Source: an optimization exercise on an open RTL-to-GDS flow (aim: small area, a short achievable clock period and few clock cycles per item). Production flows keep margins and buffers that such runs may drop.
Where RTL was checked, it was by simulation tests only, not by an equivalence proof against the original.
Power figures rest on the tool's default switching activity, not on a simulated workload.

==> flow/design.v <==
`default_nettype none
package cpu_pkg;
    localparam int data_width     = 16;
    localparam int addr_width     = 9;     
    localparam int reg_addr_width = 4;
    localparam int num_regs       = 16;
    localparam logic [3:0] reg_move = 4'b0010;
    localparam logic [2:0] op_load = 3'b000;
    localparam logic [2:0] op_jump = 3'b001;
    localparam logic [2:0] op_store = 3'b010;
    localparam logic [2:0] op_load_imm = 3'b011;
    localparam logic [2:0] op_branch = 3'b100;
    localparam logic [2:0] op_add_imm = 3'b101;
    localparam logic [2:0] op_sub_imm = 3'b110;
    localparam logic [2:0] op_reg = 3'b111;
    localparam logic [3:0] alu_add = 4'd0;
    localparam logic [3:0] alu_sub = 4'd1;
    localparam logic [3:0] alu_and = 4'd3;
    localparam logic [3:0] alu_or = 4'd4;
    localparam logic [3:0] alu_xor = 4'd5;
    localparam logic [3:0] alu_not = 4'd6;
    localparam logic [3:0] alu_neg = 4'd7;
    localparam logic [3:0] alu_cmp = 4'd8;
    localparam logic [1:0] cond_eq = 2'd0;
    localparam logic [1:0] cond_ne = 2'd1;
    localparam logic [1:0] cond_lt = 2'd2;
    localparam logic [1:0] cond_gt = 2'd3;
    localparam logic [1:0] bus_idle = 2'd0;
    localparam logic [1:0] bus_fetch = 2'd1;
    localparam logic [1:0] bus_data = 2'd2;
endpackage
`default_nettype wire
`default_nettype none
module ks_adder
#(
    parameter int W = 16
)
(
    input  logic [W-1:0] a,
    input  logic [W-1:0] b,
    input  logic         ci,
    output logic [W-1:0] sum,
    output logic         co
);
    localparam int N = W + 1;     
    localparam int L = (N <= 2) ? 1 : (N <= 4) ? 2 : (N <= 8) ? 3 : (N <= 16) ? 4 : (N <= 32) ? 5 : 6;
    logic [N-1:0] g [L+1];
    logic [N-1:0] p [L+1];
    assign g[0] = {a & b, ci};
    assign p[0] = {a ^ b, 1'b0};
    for (genvar l = 0; l < L; l++)
    begin : g_lvl
        for (genvar i = 0; i < N; i++)
        begin : g_bit
            if (i >= (1 << l))
            begin : g_op
                assign g[l+1][i] = g[l][i] | (p[l][i] & g[l][i-(1<<l)]);
                assign p[l+1][i] = p[l][i] & p[l][i-(1<<l)];
            end
            else
            begin : g_pass
                assign g[l+1][i] = g[l][i];
                assign p[l+1][i] = p[l][i];
            end
        end
    end
    assign sum = p[0][N-1:1] ^ g[L][N-2:0];
    assign co  = g[L][N-1];
endmodule
`default_nettype wire
`default_nettype none
import cpu_pkg::*;
module cpu_top
(
    input  logic                  clk,
    input  logic                  rst,
    input  logic [data_width-1:0] mem_data_out,
    input  logic                  mem_cplt,
    output logic [addr_width-1:0] mem_addr,
    output logic [data_width-1:0] mem_data_in,
    output logic                  mem_r_en,
    output logic                  mem_w_en
);
    logic [8:0]  ba;         
    logic        bre;        
    logic        bwe;        
    logic        bdat;       
    logic        stp;        
    logic        wct;        
    logic [15:0] ir;
    logic [8:0]  pcn;        
    logic [8:0]  tgt;        
    logic [1:0]  es;         
    logic [15:0] a;
    logic [15:0] b;
    logic        wb_en;
    logic [3:0]  wb_rd;
    logic        f_eq;       
    logic        f_c;        
    logic        f_v;        
    logic        f_lt;
    logic        f_gt;
    logic        init;       
    logic        writes;     
    logic        d_cmp;      
    logic [15:0] regs [num_regs];
    logic [2:0]  wop;
    logic        w_ld;
    logic        w_st;
    logic        w_ct;
    logic        fdone;
    logic        ddone;
    assign wop   = mem_data_out[15:13];
    assign w_ld  = (wop == op_load);
    assign w_st  = (wop == op_store);
    assign w_ct  = (wop == op_jump) || (wop == op_branch);
    assign fdone = mem_cplt && !bdat;
    assign ddone = mem_cplt && bdat;
    assign mem_addr    = ba;
    assign mem_r_en    = bre;
    assign mem_w_en    = bwe;
    assign mem_data_in = a;
    logic       w_cond;
    logic       w_take;
    logic       w_hold;
    logic       i_cond;
    logic       i_ct;
    logic       i_ld;
    logic       flag_pend;
    logic [8:0] w_target;
    logic [8:0] pc_next;
    function automatic logic cond_of(input logic [1:0] c, input logic eq, input logic lt,
                                     input logic gt);
        case (c)
            cond_eq: cond_of = eq;
            cond_ne: cond_of = !eq;
            cond_lt: cond_of = lt;
            default: cond_of = gt;
        endcase
    endfunction
    assign flag_pend = (es == 2'd3) && d_cmp;     
    assign f_lt      = f_v && !f_c;
    assign f_gt      = f_c && !f_eq;
    assign w_cond    = cond_of(mem_data_out[12:11], f_eq, f_lt, f_gt);
    assign w_take    = (wop == op_jump) || ((wop == op_branch) && w_cond && !flag_pend);
    assign w_hold    = (wop == op_branch) && flag_pend;
    ks_adder #(.W(9)) u_wadd
    (
        .a   (ba),
        .b   (mem_data_out[8:0]),
        .ci  (1'b0),
        .sum (w_target),
        .co  ()
    );
    assign i_cond  = cond_of(ir[12:11], f_eq, f_lt, f_gt);
    assign i_ct    = (ir[15:13] == op_jump) || ((ir[15:13] == op_branch) && i_cond);
    assign i_ld    = (ir[15:13] == op_load);
    assign pc_next = i_ct ? tgt : pcn;
    always_ff @(posedge clk or posedge rst)
    begin
        if (rst)
        begin
            ba   <= '0;
            bre  <= 1'b1;
            bwe  <= 1'b0;
            bdat <= 1'b0;
            stp  <= 1'b0;
            wct  <= 1'b0;
        end
        else if (fdone && stp)
        begin
            ba   <= ir[12:4];
            bre  <= 1'b0;
            bwe  <= 1'b1;
            bdat <= 1'b1;
            stp  <= 1'b0;
        end
        else if (fdone)
        begin
            if (w_ld)
            begin
                ba   <= mem_data_out[12:4];
                bdat <= 1'b1;
            end
            else if (w_take)
                ba <= w_target;
            else if (w_hold)
            begin
                bre <= 1'b0;
                wct <= 1'b1;
            end
            else
                ba <= ba + 1'b1;
            if (w_st)
                stp <= 1'b1;
        end
        else if (ddone)
        begin
            bre <= 1'b1;
            bwe <= 1'b0;
            if (bwe && i_ld)
                ba <= ir[12:4];
            else
            begin
                ba   <= pc_next;
                bdat <= 1'b0;
            end
            if (bwe && (ir[15:13] == op_store))
                stp <= 1'b1;
        end
        else if (wct)
        begin
            wct <= 1'b0;
            bre <= 1'b1;
            ba  <= pc_next;
        end
    end
    always_ff @(posedge clk)
    begin
        if (fdone)
        begin
            ir  <= mem_data_out;
            pcn <= ba + 1'b1;
            tgt <= w_target;
        end
    end
    logic [15:0] rsel;
    logic [15:0] rval;
    always_ff @(posedge clk)
    begin
        if (fdone)
            rsel <= 16'd1 << mem_data_out[3:0];
        else if (ddone && bwe)
            rsel <= 16'd1 << ir[3:0];
        else if (es == 2'd1)
            rsel <= 16'd1 << ir[7:4];
    end
    always_comb
    begin
        rval = '0;
        for (int i = 0; i < num_regs; i++)
            rval = rval | ({16{rsel[i]}} & regs[i]);
    end
    logic fwd1;
    always_ff @(posedge clk)
    begin
        if (fdone)
            fwd1 <= (es == 2'd3) && writes && (ir[3:0] == mem_data_out[3:0]);
        else if (ddone && bwe)
            fwd1 <= 1'b0;
    end
    logic [2:0]  op;
    logic [3:0]  fn;
    logic        is_reg;
    logic        k_add, k_sub, k_and, k_or, k_xor, k_not, k_neg, k_cmp, k_mov;
    logic        k_ldb, k_addi, k_subi;
    assign op     = ir[15:13];
    assign fn     = ir[11:8];
    assign is_reg = (op == op_reg) && !ir[12];
    assign k_add  = is_reg && (fn == alu_add);
    assign k_sub  = is_reg && (fn == alu_sub);
    assign k_and  = is_reg && (fn == alu_and);
    assign k_or   = is_reg && (fn == alu_or);
    assign k_xor  = is_reg && (fn == alu_xor);
    assign k_not  = is_reg && (fn == alu_not);
    assign k_neg  = is_reg && (fn == alu_neg);
    assign k_cmp  = is_reg && (fn == alu_cmp);
    assign k_mov  = (op == op_reg) && ir[12] && (fn == reg_move);
    assign k_ldb  = (op == op_load_imm);
    assign k_addi = (op == op_add_imm);
    assign k_subi = (op == op_sub_imm);
    logic d_keep_hi;     
    logic d_keep_lo;     
    logic d_neg_a;       
    logic d_b_reg;       
    logic d_b_inv;       
    logic d_cin;         
    logic d_r_sum;       
    logic d_r_and;
    logic d_r_or;
    logic d_r_xor;
    always_ff @(posedge clk)
    begin
        d_keep_hi <= !(k_mov || (k_ldb && ir[12]));
        d_keep_lo <= !(k_mov || (k_ldb && !ir[12]));
        d_neg_a   <= k_neg;
        d_b_reg   <= k_add || k_sub || k_and || k_or || k_xor || k_cmp || k_mov;
        d_b_inv   <= k_sub || k_cmp;
        d_cin     <= k_sub || k_cmp || k_subi || k_neg;
        d_r_sum   <= k_add || k_sub || k_addi || k_subi || k_neg || k_mov;
        d_r_and   <= k_and;
        d_r_or    <= k_or || k_ldb;
        d_r_xor   <= k_xor || k_not;
        d_cmp     <= k_cmp;
    end
    logic [15:0] konst;
    always_comb
    begin
        case (ir[15:13])
            op_load_imm: konst = ir[12] ? {ir[11:4], 8'h00} : {8'h00, ir[11:4]};
            op_add_imm:  konst = {7'b0, ir[12:4]};
            op_sub_imm:  konst = ~{7'b0, ir[12:4]};
            default:     konst = k_not ? 16'hffff : 16'h0;
        endcase
    end
    always_ff @(posedge clk)
    begin
        if (es == 2'd1)
            b <= konst;
        else if (es == 2'd2 && d_b_reg)
            b <= rval ^ {16{d_b_inv}};
    end
    logic [16:0] sum;
    logic [15:0] alu;
    ks_adder #(.W(16)) u_add
    (
        .a   (a),
        .b   (b),
        .ci  (d_cin),
        .sum (sum[15:0]),
        .co  (sum[16])
    );
    assign alu    = ({16{d_r_sum}} & sum[15:0]) | ({16{d_r_and}} & (a & b)) |
                    ({16{d_r_or}} & (a | b)) | ({16{d_r_xor}} & (a ^ b));
    assign writes = d_r_sum || d_r_and || d_r_or || d_r_xor;
    always_ff @(posedge clk or posedge rst)
    begin
        if (rst)
        begin
            es    <= 2'd0;
            wb_en <= 1'b0;
            a     <= '0;
            f_eq  <= 1'b0;
            f_c   <= 1'b0;
            f_v   <= 1'b0;
            init  <= 1'b1;
        end
        else
        begin
            init  <= 1'b0;
            wb_en <= 1'b0;
            if ((fdone && !stp) || (ddone && bwe))
                es <= 2'd1;
            else if (es != 2'd0)
                es <= es + 2'd1;
            if (ddone && !bwe)
            begin
                a     <= mem_data_out;
                wb_en <= 1'b1;
            end
            else if (es == 2'd3 && writes)
            begin
                a     <= alu;
                wb_en <= 1'b1;
            end
            else if (es == 2'd1 && !fwd1)
                a <= rval;
            else if (es == 2'd2)
                a <= (a & {{8{d_keep_hi}}, {8{d_keep_lo}}}) ^ {16{d_neg_a}};
            if (es == 2'd3 && d_cmp)
            begin
                f_eq <= &(a ^ b);     
                f_c  <= sum[16];
                f_v  <= 1'b1;
            end
        end
    end
    always_ff @(posedge clk)
    begin
        wb_rd <= ir[3:0];
    end
    always_ff @(posedge clk)
    begin
        for (int i = 0; i < num_regs; i++)
            if (init || (wb_en && wb_rd == 4'(i)))
                regs[i] <= a;
    end
endmodule
`default_nettype wire
==> flow/config.mk <==
export PLATFORM = sky130hd
export DESIGN_NAME = cpu_top
export DESIGN_NICKNAME = cpu_top
export VERILOG_FILES = /design/flow/design.v
export SDC_FILE = /design/flow/constraint.sdc
export NUM_CORES = 4
export LEC_CHECK = 0
export CAP_MARGIN = 20
export CORE_MARGIN = 2
export CORE_UTILIZATION = 40
export PLACE_DENSITY = 0.6
export SETUP_SLACK_MARGIN = 2.6
export SLEW_MARGIN = 20
==> flow/constraint.sdc <==
create_clock -name core_clock -period 5.0 [get_ports {clk}]
set_input_delay 1.0000 -clock core_clock [delete_from_list [all_inputs] [get_ports {clk}]]
set_output_delay 1.0000 -clock core_clock [all_outputs]
set_load 0.01 [all_outputs]
standard.sh (not shown) runs the stock make flow with config.mk's settings and CLKGATE_MAP_FILE= SYNTH_SCRIPT=/design/flow/synth_recipe.tcl, a recipe that flattens the netlist after the stock synthesis.
==> flow/flow/run.sh <==
#!/bin/bash
# Standard layout, with plain buffers (not delay cells) on the ports.
export BUFFER_PORTS_ARGS="-buffer_cell sky130_fd_sc_hd__buf_2"
bash standard.sh > standard.log 2>&1
Testbench counts at the start, summed over its fixed seeds: cycles 104,806, instrs 21,628.
Change:
--- a/flow/design.v
+++ b/flow/design.v
@@ -41,11 +41,11 @@
     input  logic         ci,
     output logic [W-1:0] sum,
     output logic         co
 );
     localparam int N = W + 1;     
-    localparam int L = (N <= 2) ? 1 : (N <= 4) ? 2 : (N <= 8) ? 3 : (N <= 16) ? 4 : (N <= 32) ? 5 : 6;
+    localparam int L = $clog2(N);
     logic [N-1:0] g [L+1];
     logic [N-1:0] p [L+1];
     assign g[0] = {a & b, ci};
     assign p[0] = {a ^ b, 1'b0};
     for (genvar l = 0; l < L; l++)
=> The changed run finished with timing, DRC and antenna clean. Utilization stays the same. First-iteration DRC count stays the same. Count of clock-buffer cells in the layout does not change. Wire length does not change. Synthesized cell count does not change. Power does not change. Via count stays the same. Synthesized area is unchanged. Worst hold slack is unchanged. Critical path depth is unchanged. Cell area stays the same. Non-clock buffer count is unchanged. Sequential cell count stays the same. Global-route usage does not change.
Only the layout flow was run in the second run of this note; the RTL was not checked for function there.

## what the ideal ports hide
The flow's constraints put no driver on any port. The routed layouts listed below were extracted and timed again, unchanged, in two steps. Step 1 (the two cells are an assumption about what drives the block):
set clk [get_ports {clk}]
set_driving_cell -lib_cell sky130_fd_sc_hd__clkbuf_16 $clk
set_driving_cell -lib_cell sky130_fd_sc_hd__buf_2 [delete_from_list [all_inputs] $clk]
Step 2 times the ports against the registers' clock, not the clock port: input delays grow and output delays shrink by t, the midpoint of the rising clock arrivals with the driver on. Slacks: no drivers / after step 1 / after step 2; pairs: no drivers / after step 1.
run	t (ns)	setup slack, ns	worst hold slack (ns)	worst setup path after step 2	latest minus earliest clock arrival (ns)
the first run	0.619	2.450 / 2.450 / 2.105	0.431 / 0.431 / 0.431	input to register	0.014 / 0.014
the second run	0.619	2.450 / 2.450 / 2.105	0.431 / 0.431 / 0.431	input to register	0.014 / 0.014
After both steps every run listed still meets setup and hold.
